This design comes from an exercise in tuning for a short achievable clock period and few clock cycles on the open sky130 flow, not from production work. RTL that was checked went through simulation tests only; none was proved equivalent to the original. Power is estimated from default activity; no workload was simulated.

==> run a <==
// v33_exec_core
module v33_exec_core #(
    parameter int IQ_DEPTH = 8
) (
    input  logic                       clk,
    input  logic                       reset,
    input  logic [v33_pkg::BYTE_W-1:0] code_byte,
    input  logic                       code_valid,
    output logic                       code_req,
    output logic                       io_write,
    output logic [v33_pkg::WORD_W-1:0] io_addr,
    output logic [v33_pkg::WORD_W-1:0] io_data
);
    logic [HW-1:0] head;
    logic head_valid;
    logic pop;
    logic fire;
    logic [RW-1:0] rd_bits;
    logic [7:0] a_n;
    logic [7:0] bs_n;
    logic [7:0] b_hi_n;
    logic [63:0] hi_flat;
    logic [15:0] pg_w1;
    logic [7:0] pg_w2;
    logic [7:0] ex1_w2;
    logic [15:0] wmask1;
    logic [7:0] wval1;
    logic [7:0] wmask2;
    logic [7:0] wval2;
    prefetch_queue #(
        .IQ_DEPTH(IQ_DEPTH)
    ) u_queue (
        .clk        (clk),
        .reset      (reset),
        .code_byte  (code_byte),
        .code_valid (code_valid),
        .code_req   (code_req),
        .head       (head),
        .head_valid (head_valid),
        .pop        (pop)
    );
    operand_stage u_operand (
        .clk        (clk),
        .reset      (reset),
        .head       (head),
        .head_valid (head_valid),
        .pop        (pop),
        .fire       (fire),
        .rd_bits    (rd_bits),
        .a_n        (a_n),
        .bs_n       (bs_n),
        .b_hi_n     (b_hi_n),
        .pg_w1      (pg_w1),
        .pg_w2      (pg_w2),
        .ex1_w2     (ex1_w2),
        .hi_flat    (hi_flat),
        .wmask1     (wmask1),
        .wval1      (wval1),
        .wmask2     (wmask2),
        .wval2      (wval2)
    );
    alu_execute u_execute (
        .clk      (clk),
        .reset    (reset),
        .fire     (fire),
        .rd_bits  (rd_bits),
        .a_n      (a_n),
        .bs_n     (bs_n),
        .b_hi_n   (b_hi_n),
        .hi_flat  (hi_flat),
        .pg_w1    (pg_w1),
        .pg_w2    (pg_w2),
        .ex1_w2   (ex1_w2),
        .wmask1   (wmask1),
        .wval1    (wval1),
        .wmask2   (wmask2),
        .wval2    (wval2),
        .io_write (io_write),
  ...
export LEC_CHECK = 0
export ABC_CLOCK_PERIOD_IN_PS = 1500
export CAP_MARGIN = 20
export CORE_MARGIN = 2
export CORE_UTILIZATION = 65
export SETUP_SLACK_MARGIN = 2.4
export SLEW_MARGIN = 20
export TNS_END_PERCENT = 100
create_clock -name core_clock -period 4.4 [get_ports {clk}]
standard.sh (not shown) runs the stock make flow with config.mk's settings and CLKGATE_MAP_FILE= SYNTH_SCRIPT=/design/flow/synth_recipe.tcl, a recipe that flattens the netlist after the stock synthesis.
==> flow/flow/run.sh <==
#!/bin/bash
# Layout flow: the standard flow, with the port buffers made from
# sky130_fd_sc_hd__buf_4 instead of the resizer's default choice, which it
# does not resize afterwards.
set -e
export BUFFER_PORTS_ARGS="-buffer_cell sky130_fd_sc_hd__buf_4"
bash standard.sh > standard.log 2>&1
==> run b (differences from run a) <==
--- a/flow/design.v
+++ b/flow/design.v
@@ -57,15 +57,15 @@
     localparam int RW = 98;
 endpackage
 `default_nettype wire
 `timescale 1ns/1ps
 `default_nettype none
 import v33_pkg::*;
 module prefetch_queue #(
-    parameter int IQ_DEPTH = 8
+    parameter int IQ_DEPTH = 7
 ) (
     input  logic                       clk,
     input  logic                       reset,
     input  logic [v33_pkg::BYTE_W-1:0] code_byte,
     input  logic                       code_valid,
     output logic                       code_req,
     output logic [v33_pkg::HW-1:0]     head,
@@ -536,30 +536,25 @@
     logic [7:0] b_hi_s;
     logic [7:0] p1;
     logic [7:0] g1;
     logic [7:0] gg1;
     logic [7:0] pp1;
     logic [7:0] a_hi1;
     logic [7:0] b_hi1;
-    logic [7:0] io_a1;
-    logic [7:0] io_b1;
-    logic [7:0] io_ah1;
-    logic [7:0] io_bh1;
     logic [15:0] m1;
     logic wide1;
     logic k_arith1;
     logic k_or1;
     logic k_and1;
     logic k_xor1;
     logic sub1;
     logic use_cin1;
     logic alu1;
     logic flag1;
     logic [1:0] flag_op1;
-    logic out1;
     logic psw1;
     logic cin1;
     logic [8:0] c1;
     logic [7:0] res1;
     logic [7:0] p2n;
     logic [7:0] g2n;
     logic [7:0] p2;
@@ -637,38 +632,41 @@
             a_hi_r = a_hi_r | ({8{a_hi_sel0[j]}} & hi[j]);
             b_hi_r = b_hi_r | ({8{b_hi_sel0[j]}} & hi[j]);
         end
     end
     assign b_hi_s = (b_hi_r | bh0 | cvt0) ^ {8{sub0 && wide0}};
     always_ff @(posedge clk) begin
         if (reset) begin
+            io_write <= 1'b0;
+        end else begin
+            io_write <= out0;
+        end
+        io_addr <= {b_hi_r, bs0};  
+        io_data <= {a_hi_r, a0};
+    end
+    always_ff @(posedge clk) begin
+        if (reset) begin
             m1 <= '0;
             ex1_w2 <= '0;
             alu1 <= 1'b0;
             flag1 <= 1'b0;
-            out1 <= 1'b0;
         end else begin
             m1 <= pg_w1;
             ex1_w2 <= pg_w2;
             alu1 <= alu0;
             flag1 <= flag0;
-            out1 <= out0;
         end
     end
     always_ff @(posedge clk) begin
         p1 <= p0;
         g1 <= g0;
         gg1 <= pre0[7:0];
         pp1 <= pre0[15:8];
         a_hi1 <= a_hi_r;
         b_hi1 <= b_hi_s;
-        io_a1 <= a0;
-        io_b1 <= bs0;  
-        io_ah1 <= a_hi_r;
-        io_bh1 <= b_hi_r;
         wide1 <= wide0;
         k_arith1 <= k_arith0;
         k_or1 <= k_or0;
         k_and1 <= k_and0;
         k_xor1 <= k_xor0;
         sub1 <= sub0;
         use_cin1 <= use_cin0;
@@ -691,23 +689,14 @@
         | ({8{k_and1}} & g1)
         | ({8{k_xor1}} & p1)
         | ({8{psw1}} & psw);
     assign p2n = a_hi1 ^ b_hi1;
     assign g2n = a_hi1 & b_hi1;
     always_ff @(posedge clk) begin
         if (reset) begin
-            io_write <= 1'b0;
-        end else begin
-            io_write <= out1;
-        end
-        io_addr <= {io_bh1, io_b1};
-        io_data <= {io_ah1, io_a1};
-    end
-    always_ff @(posedge clk) begin
-        if (reset) begin
             wmask1 <= '0;
             wmask2 <= '0;
             alu2 <= 1'b0;
             flag2 <= 1'b0;
         end else begin
             wmask1 <= m1;
             wmask2 <= ex1_w2;
@@ -760,15 +749,15 @@
     end
 endmodule
 `default_nettype wire
 `timescale 1ns/1ps
 `default_nettype none
 import v33_pkg::*;
 module v33_exec_core #(
-    parameter int IQ_DEPTH = 8
+    parameter int IQ_DEPTH = 7
 ) (
     input  logic                       clk,
     input  logic                       reset,
     input  logic [v33_pkg::BYTE_W-1:0] code_byte,
     input  logic                       code_valid,
     output logic                       code_req,
     output logic                       io_write,
CORE_UTILIZATION = 70   (was 65)
SETUP_SLACK_MARGIN = 2.45   (was 2.4)
==> summary.txt <==
- Of run b and run a, run a has the higher clock-buffer cell count (gap 20).
- In run b the global-route usage is higher than in run a, by 3.5 points.
- In run a the final area is higher than in run b, by about 5.5%.
- Of run a and run b, run b has the higher routed wire length (gap about 0.7%, measured against run b).
- Of run a and run b, run a has the higher via count (gap about 1.7%, measured against run b).
- In run a the synthesized cell count is higher than in run b, by about 6%.
- In run a the worst setup slack is higher than in run b, by 0.10 ns.
- Utilization: run a is lower than run b (6.9 points).
- Die area: run b is lower than run a (13%).
- Against run a, the sequential cell count of run b is lower by 73.
Testbench counts of run a, summed over its fixed seeds: cycles 44,863.
The RTL of run b was laid out without a check of its function.

---

==> 05-10: inputs <==
Another version of the RTL of v33_exec_core (not shown whole).
Settings: LEC_CHECK=0, ABC_CLOCK_PERIOD_IN_PS=1500, CAP_MARGIN=20, CORE_MARGIN=2, CORE_UTILIZATION=65, SETUP_SLACK_MARGIN=2.4, SLEW_MARGIN=20, TNS_END_PERCENT=100; clock period 4.4 ns.
Scripts as last shown in full above: flow/flow/run.sh
==> 05-24 (differences from 05-10) <==
--- a/flow/design.v
+++ b/flow/design.v
@@ -1,16 +1,13 @@
 `default_nettype none
 package v33_pkg;
     localparam int WORD_W = 16;
     localparam int BYTE_W = 8;
     typedef struct packed {
-        logic [15:0] rmask_rd;    
-        logic [7:0]  rmask_ex;    
-        logic        rflags;      
         logic        out;         
         logic        out_dw;      
         logic        alu;         
         logic        flag;        
         logic [1:0]  flag_op;     
         logic        wide;        
         logic [2:0]  op;          
         logic [2:0]  dst;         
@@ -19,17 +16,24 @@
         logic        b_reg;       
         logic        b_imm;       
         logic        w_en;        
         logic        cvtbw;
         logic        cvtwl;
         logic        psw;
         logic [15:0] imm;
     } q_t;
-    localparam int QW = 64;
+    localparam int QW = 39;
+    typedef struct packed {
+        logic [15:0] rmask_rd;    
+        logic [7:0]  rmask_ex;    
+        logic        rflags;      
+        q_t          q;
+    } h_t;
+    localparam int HW = 64;
     typedef struct packed {
         logic [15:0] a_lo;        
         logic [15:0] b_lo;        
         logic [7:0]  a_hi;        
         logic [7:0]  b_hi;        
         logic [15:0] wmask;       
         logic        wflags;      
         logic        out;
@@ -52,24 +56,24 @@
     } rd_t;
     localparam int RW = 98;
 endpackage
 `default_nettype wire
 `timescale 1ns/1ps
 `default_nettype none
 import v33_pkg::*;
 module prefetch_queue #(
-    parameter int IQ_DEPTH = 8
+    parameter int IQ_DEPTH = 7
 ) (
     input  logic                       clk,
     input  logic                       reset,
     input  logic [v33_pkg::BYTE_W-1:0] code_byte,
     input  logic                       code_valid,
     output logic                       code_req,
-    output logic [v33_pkg::QW-1:0]     head,
+    output logic [v33_pkg::HW-1:0]     head,
     output logic                       head_valid,
     input  logic                       pop
 );
     logic       in_v;
     logic [7:0] in_b;
     logic       in_l1;    
     logic       in_l2;    
     logic [2:0] st;       
@@ -83,16 +87,21 @@
     logic [7:0] i_b2;
     logic [QW-1:0] dec;
     logic [QW-1:0] mem [IQ_DEPTH];
     logic [IQ_DEPTH-1:0] wsel;    
     logic [IQ_DEPTH-1:0] rsel;    
     logic [IQ_DEPTH-1:0] cnt;     
     logic [IQ_DEPTH-1:0] cnt_next;
     logic [QW-1:0] mem_head;
+    v33_pkg::q_t mq;
+    v33_pkg::h_t hn;
+    logic [7:0] d_oh;
+    logic [7:0] s_oh;
+    logic wb;
     logic h_load;    
     function automatic [1:0] ilen(input [7:0] b);
         casez (b)
             8'b00???0??: ilen = 2'd2;
             8'b00???10?: ilen = b[0] ? 2'd3 : 2'd2;
             8'b1011????: ilen = b[3] ? 2'd3 : 2'd2;
             8'he6, 8'he7: ilen = 2'd2;
             default: ilen = 2'd1;
@@ -177,46 +186,48 @@
         end
     end
     always_comb begin
         mem_head = '0;
         for (int i = 0; i < IQ_DEPTH; i++) begin
             mem_head = mem_head | ({QW{rsel[i]}} & mem[i]);
         end
     end
+    assign mq = mem_head;
+    assign wb = mq.wide || mq.out;
+    always_comb begin
+        for (int j = 0; j < 8; j++) begin
+            d_oh[j] = mq.a_reg && mq.dst == 3'(j);
+            s_oh[j] = mq.b_reg && mq.src == 3'(j);
+        end
+    end
+    always_comb begin
+        hn.q = mq;
+        hn.rmask_rd = mq.wide ? {8'h00, d_oh} : {4'h0, d_oh[7:4], 4'h0, d_oh[3:0]};
+        hn.rmask_rd = hn.rmask_rd | (wb ? {8'h00, s_oh} : {4'h0, s_oh[7:4], 4'h0, s_oh[3:0]});
+        hn.rmask_ex = (mq.wide ? d_oh : 8'h00) | ((wb && !mq.cvtbw) ? s_oh : 8'h00)
+            | {7'h00, mq.cvtwl};  
+        hn.rflags = (mq.alu && (mq.op == 3'd2 || mq.op == 3'd3)) || mq.psw;
+    end
     always_ff @(posedge clk) begin
         if (h_load) begin
-            head <= mem_head;
+            head <= hn;
         end
     end
 endmodule
 `default_nettype wire
 `timescale 1ns/1ps
 `default_nettype none
 import v33_pkg::*;
 module instruction_decoder (
     input  logic [7:0]              b0,
     input  logic [7:0]              b1,
     input  logic [7:0]              b2,
     output logic [v33_pkg::QW-1:0]  q_bits
 );
-    function automatic [15:0] lanes_rd(input [2:0] idx, input w);
-        lanes_rd = '0;
-        if (w) begin
-            lanes_rd[idx] = 1'b1;
-        end else begin
-            lanes_rd[{idx[2], 1'b0, idx[1:0]}] = 1'b1;
-        end
-    endfunction
-    function automatic [7:0] lanes_ex(input [2:0] idx, input w);
-        lanes_ex = '0;
-        if (w) begin
-            lanes_ex[idx] = 1'b1;
-        end
-    endfunction
     v33_pkg::q_t q;
     logic [2:0] dst;
     logic [2:0] src;
     logic [2:0] op;
     logic w;
     assign q_bits = q;
     assign op = b0[5:3];
     assign w = b0[0];
@@ -228,31 +239,25 @@
         q.op = op;
         q.flag_op = {b0[3], b0[0]};
         q.out_dw = b0[3];
         q.imm = w ? {b2, b1} : {8'h00, b1};
         casez (b0)
             8'b00???0??: begin
                 if (b1[7:6] == 2'b11) begin
                     q.alu = 1'b1;
-                    q.rflags = op == 3'd2 || op == 3'd3;
-                    q.rmask_rd = lanes_rd(dst, w) | lanes_rd(src, w);
-                    q.rmask_ex = lanes_ex(dst, w) | lanes_ex(src, w);
                     q.dst = dst;
                     q.src = src;
                     q.a_reg = 1'b1;
                     q.b_reg = 1'b1;
                     q.w_en = op != 3'd7;
                 end
             end
             8'b00???10?: begin
                 q.alu = 1'b1;
-                q.rflags = op == 3'd2 || op == 3'd3;
-                q.rmask_rd = lanes_rd(3'd0, w);
-                q.rmask_ex = lanes_ex(3'd0, w);
                 q.dst = 3'd0;
                 q.a_reg = 1'b1;
                 q.b_imm = 1'b1;
                 q.w_en = op != 3'd7;
             end
             8'b1011????: begin
                 q.wide = b0[3];
                 q.imm = b0[3] ? {b2, b1} : {8'h00, b1};
@@ -260,41 +265,36 @@
                 q.b_imm = 1'b1;
                 q.w_en = 1'b1;
             end
             8'hf5, 8'hf8, 8'hf9: begin
                 q.flag = 1'b1;
             end
             8'h98: begin
                 q.wide = 1'b1;
-                q.dst = 3'd0;
-                q.rmask_rd = 16'h0001;  
+                q.dst = 3'd0;  
                 q.src = 3'd0;
                 q.b_reg = 1'b1;  
                 q.cvtbw = 1'b1;
                 q.w_en = 1'b1;
             end
             8'h99: begin
                 q.wide = 1'b1;
-                q.dst = 3'd2;
-                q.rmask_ex = 8'h01;  
+                q.dst = 3'd2;  
                 q.cvtwl = 1'b1;
                 q.w_en = 1'b1;
             end
             8'h9f: begin
                 q.wide = 1'b0;
                 q.dst = 3'd4;  
-                q.rflags = 1'b1;
                 q.psw = 1'b1;
                 q.w_en = 1'b1;
             end
             8'he6, 8'he7, 8'hee, 8'hef: begin
                 q.out = 1'b1;
-                q.rmask_rd = b0[3] ? 16'h0005 : 16'h0001;
-                q.rmask_ex = {5'h00, b0[3], 1'b0, w};
                 q.dst = 3'd0;
                 q.src = 3'd2;
                 q.a_reg = 1'b1;
                 q.b_reg = b0[3];
                 q.b_imm = !b0[3];
                 q.imm = {8'h00, b1};
             end
             default: ;
@@ -303,17 +303,17 @@
 endmodule
 `default_nettype wire
 `timescale 1ns/1ps
 `default_nettype none
 import v33_pkg::*;
 module operand_stage (
     input  logic                       clk,
     input  logic                       reset,
-    input  logic [v33_pkg::QW-1:0]     head,
+    input  logic [v33_pkg::HW-1:0]     head,
     input  logic                       head_valid,
     output logic                       pop,
     output logic                       fire,
     output logic [v33_pkg::RW-1:0]     rd_bits,
     output logic [7:0]                 a_n,
     output logic [7:0]                 bs_n,
     output logic [7:0]                 b_hi_n,
     input  logic [15:0]                pg_w1,
@@ -342,33 +342,35 @@
     function automatic [7:0] hi_sel(input [2:0] idx, input w);
         hi_sel = w ? onehot8(idx) : 8'h00;
     endfunction
     function automatic [15:0] lanes(input [2:0] idx, input w);
         lanes = lo_sel(idx, w) | {hi_sel(idx, w), 8'h00};
     endfunction
     logic [7:0] lo [8];
     logic [7:0] hi [8];
+    v33_pkg::h_t hh;
     v33_pkg::q_t hd;
     v33_pkg::rd_t nx;
     v33_pkg::rd_t rd;
     logic rd_valid;
     logic [1:0] hz;
     logic [15:0] p_w1;
     logic [7:0] p_w2;
     logic [7:0] pg_w2h;
     logic s3;
     logic s2;
     logic s1;
     logic advance;
     logic [7:0] a_lo;
     logic [7:0] b_lo;
     logic arith;
     logic [7:0] b_x;
-    assign hd = head;
+    assign hh = head;
+    assign hd = hh.q;
     assign rd = rd_bits;
     assign arith = !(hd.op == 3'd1 || hd.op == 3'd4 || hd.op == 3'd6);
     always_comb begin
         nx = '0;
         nx.a_lo = hd.a_reg ? lo_sel(hd.dst, hd.wide) : 16'h0;
         nx.a_hi = hd.a_reg ? hi_sel(hd.dst, hd.wide) : 8'h0;
         nx.b_lo = hd.b_reg ? lo_sel(hd.src, hd.wide || hd.out) : 16'h0;
         nx.b_hi = (hd.b_reg && !hd.cvtbw) ? hi_sel(hd.src, hd.wide || hd.out) : 8'h0;
@@ -390,22 +392,22 @@
         nx.cvtbw = hd.cvtbw;
         nx.cvtwl = hd.cvtwl;
         nx.psw = hd.psw;
         nx.imm = hd.imm;
     end
     assign p_w1 = rd.wide ? {8'h00, rd.wmask[7:0]} : rd.wmask;
     assign p_w2 = rd.wide ? rd.wmask[15:8] : 8'h00;
     assign pg_w2h = pg_w1[15:8] | pg_w2;
-    assign s3 = fire && (|(p_w2 & hd.rmask_rd[15:8]));
-    assign s2 = (fire && ((|(p_w1 & hd.rmask_rd)) || (|((p_w1[15:8] | p_w2) & hd.rmask_ex))))
-        || (|(pg_w2 & hd.rmask_rd[15:8]));
-    assign s1 = (fire && ((rd.wflags && hd.rflags) || (rd.out && hd.out)))
-        || (|(pg_w1 & hd.rmask_rd)) || (|(pg_w2h & hd.rmask_ex))
-        || (|(ex1_w2 & hd.rmask_rd[15:8]));
+    assign s3 = fire && (|(p_w2 & hh.rmask_rd[15:8]));
+    assign s2 = (fire && ((|(p_w1 & hh.rmask_rd)) || (|((p_w1[15:8] | p_w2) & hh.rmask_ex))))
+        || (|(pg_w2 & hh.rmask_rd[15:8]));
+    assign s1 = (fire && ((rd.wflags && hh.rflags) || (rd.out && hd.out)))
+        || (|(pg_w1 & hh.rmask_rd)) || (|(pg_w2h & hh.rmask_ex))
+        || (|(ex1_w2 & hh.rmask_rd[15:8]));
     assign fire = rd_valid && hz == 2'd0;
     assign advance = hz == 2'd0;
     assign pop = advance && head_valid;
     always_ff @(posedge clk) begin
         if (reset) begin
             rd_valid <= 1'b0;
             hz <= 2'd0;
         end else begin
@@ -533,32 +535,27 @@
     logic [7:0] b_hi_r;
     logic [7:0] b_hi_s;
     logic [7:0] p1;
     logic [7:0] g1;
     logic [7:0] gg1;
     logic [7:0] pp1;
     logic [7:0] a_hi1;
     logic [7:0] b_hi1;
-    logic [7:0] io_a1;
-    logic [7:0] io_b1;
-    logic [7:0] io_ah1;
-    logic [7:0] io_bh1;
     logic [15:0] m1;
     logic wide1;
     logic k_arith1;
     logic k_or1;
     logic k_and1;
     logic k_xor1;
     logic sub1;
     logic use_cin1;
     logic alu1;
     logic flag1;
     logic [1:0] flag_op1;
-    logic out1;
     logic psw1;
     logic cin1;
     logic [8:0] c1;
     logic [7:0] res1;
     logic [7:0] p2n;
     logic [7:0] g2n;
     logic [7:0] p2;
     logic [7:0] g2;
@@ -634,40 +631,43 @@
         for (int j = 0; j < 8; j++) begin
             a_hi_r = a_hi_r | ({8{a_hi_sel0[j]}} & hi[j]);
             b_hi_r = b_hi_r | ({8{b_hi_sel0[j]}} & hi[j]);
         end
     end
     assign b_hi_s = (b_hi_r | bh0 | cvt0) ^ {8{sub0 && wide0}};
     always_ff @(posedge clk) begin
         if (reset) begin
+            io_write <= 1'b0;
+        end else begin
+            io_write <= out0;
+        end
+        io_addr <= {b_hi_r, bs0};  
+        io_data <= {a_hi_r, a0};
+    end
+    always_ff @(posedge clk) begin
+        if (reset) begin
             m1 <= '0;
             ex1_w2 <= '0;
             alu1 <= 1'b0;
             flag1 <= 1'b0;
-            out1 <= 1'b0;
         end else begin
             m1 <= pg_w1;
             ex1_w2 <= pg_w2;
             alu1 <= alu0;
             flag1 <= flag0;
-            out1 <= out0;
         end
     end
     always_ff @(posedge clk) begin
         p1 <= p0;
         g1 <= g0;
         gg1 <= pre0[7:0];
         pp1 <= pre0[15:8];
         a_hi1 <= a_hi_r;
         b_hi1 <= b_hi_s;
-        io_a1 <= a0;
-        io_b1 <= bs0;  
-        io_ah1 <= a_hi_r;
-        io_bh1 <= b_hi_r;
         wide1 <= wide0;
         k_arith1 <= k_arith0;
         k_or1 <= k_or0;
         k_and1 <= k_and0;
         k_xor1 <= k_xor0;
         sub1 <= sub0;
         use_cin1 <= use_cin0;
         flag_op1 <= flag_op0;
@@ -688,25 +688,16 @@
         | ({8{k_or1}} & (p1 | g1))
         | ({8{k_and1}} & g1)
         | ({8{k_xor1}} & p1)
         | ({8{psw1}} & psw);
     assign p2n = a_hi1 ^ b_hi1;
     assign g2n = a_hi1 & b_hi1;
     always_ff @(posedge clk) begin
         if (reset) begin
-            io_write <= 1'b0;
-        end else begin
-            io_write <= out1;
-        end
-        io_addr <= {io_bh1, io_b1};
-        io_data <= {io_ah1, io_a1};
-    end
-    always_ff @(posedge clk) begin
-        if (reset) begin
             wmask1 <= '0;
             wmask2 <= '0;
             alu2 <= 1'b0;
             flag2 <= 1'b0;
         end else begin
             wmask1 <= m1;
             wmask2 <= ex1_w2;
             alu2 <= alu1;
@@ -757,28 +748,28 @@
         end
     end
 endmodule
 `default_nettype wire
 `timescale 1ns/1ps
 `default_nettype none
 import v33_pkg::*;
 module v33_exec_core #(
-    parameter int IQ_DEPTH = 8
+    parameter int IQ_DEPTH = 7
 ) (
     input  logic                       clk,
     input  logic                       reset,
     input  logic [v33_pkg::BYTE_W-1:0] code_byte,
     input  logic                       code_valid,
     output logic                       code_req,
     output logic                       io_write,
     output logic [v33_pkg::WORD_W-1:0] io_addr,
     output logic [v33_pkg::WORD_W-1:0] io_data
 );
-    logic [QW-1:0] head;
+    logic [HW-1:0] head;
     logic head_valid;
     logic pop;
     logic fire;
     logic [RW-1:0] rd_bits;
     logic [7:0] a_n;
     logic [7:0] bs_n;
     logic [7:0] b_hi_n;
     logic [63:0] hi_flat;
Settings changed: CORE_UTILIZATION 65 to 62, SETUP_SLACK_MARGIN 2.4 to 2.45.
==> comparison table <==
	05-24	05-10
Outcome	finished clean	finished clean
Simple-gate area share of the yosys netlist	9.922%	8.467%
Worst setup startpoint	u_queue.head[42]$_DFFE_PP_	u_queue.code_req$_SDFF_PP1_
Std-Cell Core Area	51300 um^2	60470 um^2
Hold path startpoint	u_execute.k_or0$_DFF_P_	u_execute.io_a1[4]$_DFF_P_
Wire length of the first global-routing pass	130.1 mm	152.6 mm
Num rows	83	90
Pin count of the biggest net entering global routing	191	123
Portion of total power attributed to the clock network	41.4%	41.0%
Area of combinational cells with multiple inputs	9779 um^2	10820 um^2
Area of the die	53680 um^2	63290 um^2
Fraction of synthesized cell area in xor and xnor cells	0.9536%	0.7694%
Share of synthesized cell area in full adder, half adder and majority cells	0.9342%	0.7537%
Count of distinct cell types in the synthesized netlist	60	58
Yosys reg bits	887	1119
Vias per cell	6.489	6.687
Area of all sequential standard cells	22050 um^2	28650 um^2
VDD IR max	0.3674 mV	0.4232 mV
R2R Path Start	u_queue.head[42]$_DFFE_PP_	u_queue.rsel[1]$_SDFFE_PP0P_
Met2 WL post-DR	42.86 mm	50.31 mm
Setup WS post-layout	2.315 ns	2.404 ns
Post-detailed-routing wire length	87.11 mm	103.6 mm
GR met3 Demand/Resource	5.857%	5.406%
Switch share	24.09%	23.15%
Multiplexer share of the synthesized area	2.989%	2.494%
Layout area overhead	16.08%	13.22%
P_comb	1.30 mW	1.19 mW
Testbench counts of 05-10, summed over its fixed seeds: cycles 44,863.
The RTL of 05-24 was laid out without a check of its function.

-- re-timing with driven ports --
In the flow no input, the clock included, has a driving cell. The finished layouts below were timed again as built, in two steps. Step 1 assumes that a clkbuf_16 drives the clock port and a buf_2 every other input. Step 2 times the ports against the registers' clock, not the clock port: input delays grow and output delays shrink by t, the midpoint of the rising clock arrivals with the driver on. Slacks: no drivers / after step 1 / after step 2; pairs: no drivers / after step 1.
| run | t, ns | slack for setup (ns) | slew at the worst register clock pin (ns) |
|---|---|---|---|
| run a | 0.700 | 2.404 / 2.342 / 1.992 | 0.06 / 0.06 |
| run b | 0.700 | 2.304 / 2.304 / 1.867 | 0.07 / 0.07 |
| 05-10 | 0.726 | 2.404 / 2.338 / 1.868 | 0.07 / 0.07 |
| 05-24 | 0.708 | 2.315 / 2.304 / 2.048 | 0.07 / 0.07 |
After both steps every run listed still meets setup and hold. For 05-10, which loses most, drivers alone change the setup slack by -0.066 ns; drivers and shift together by -0.536 ns.
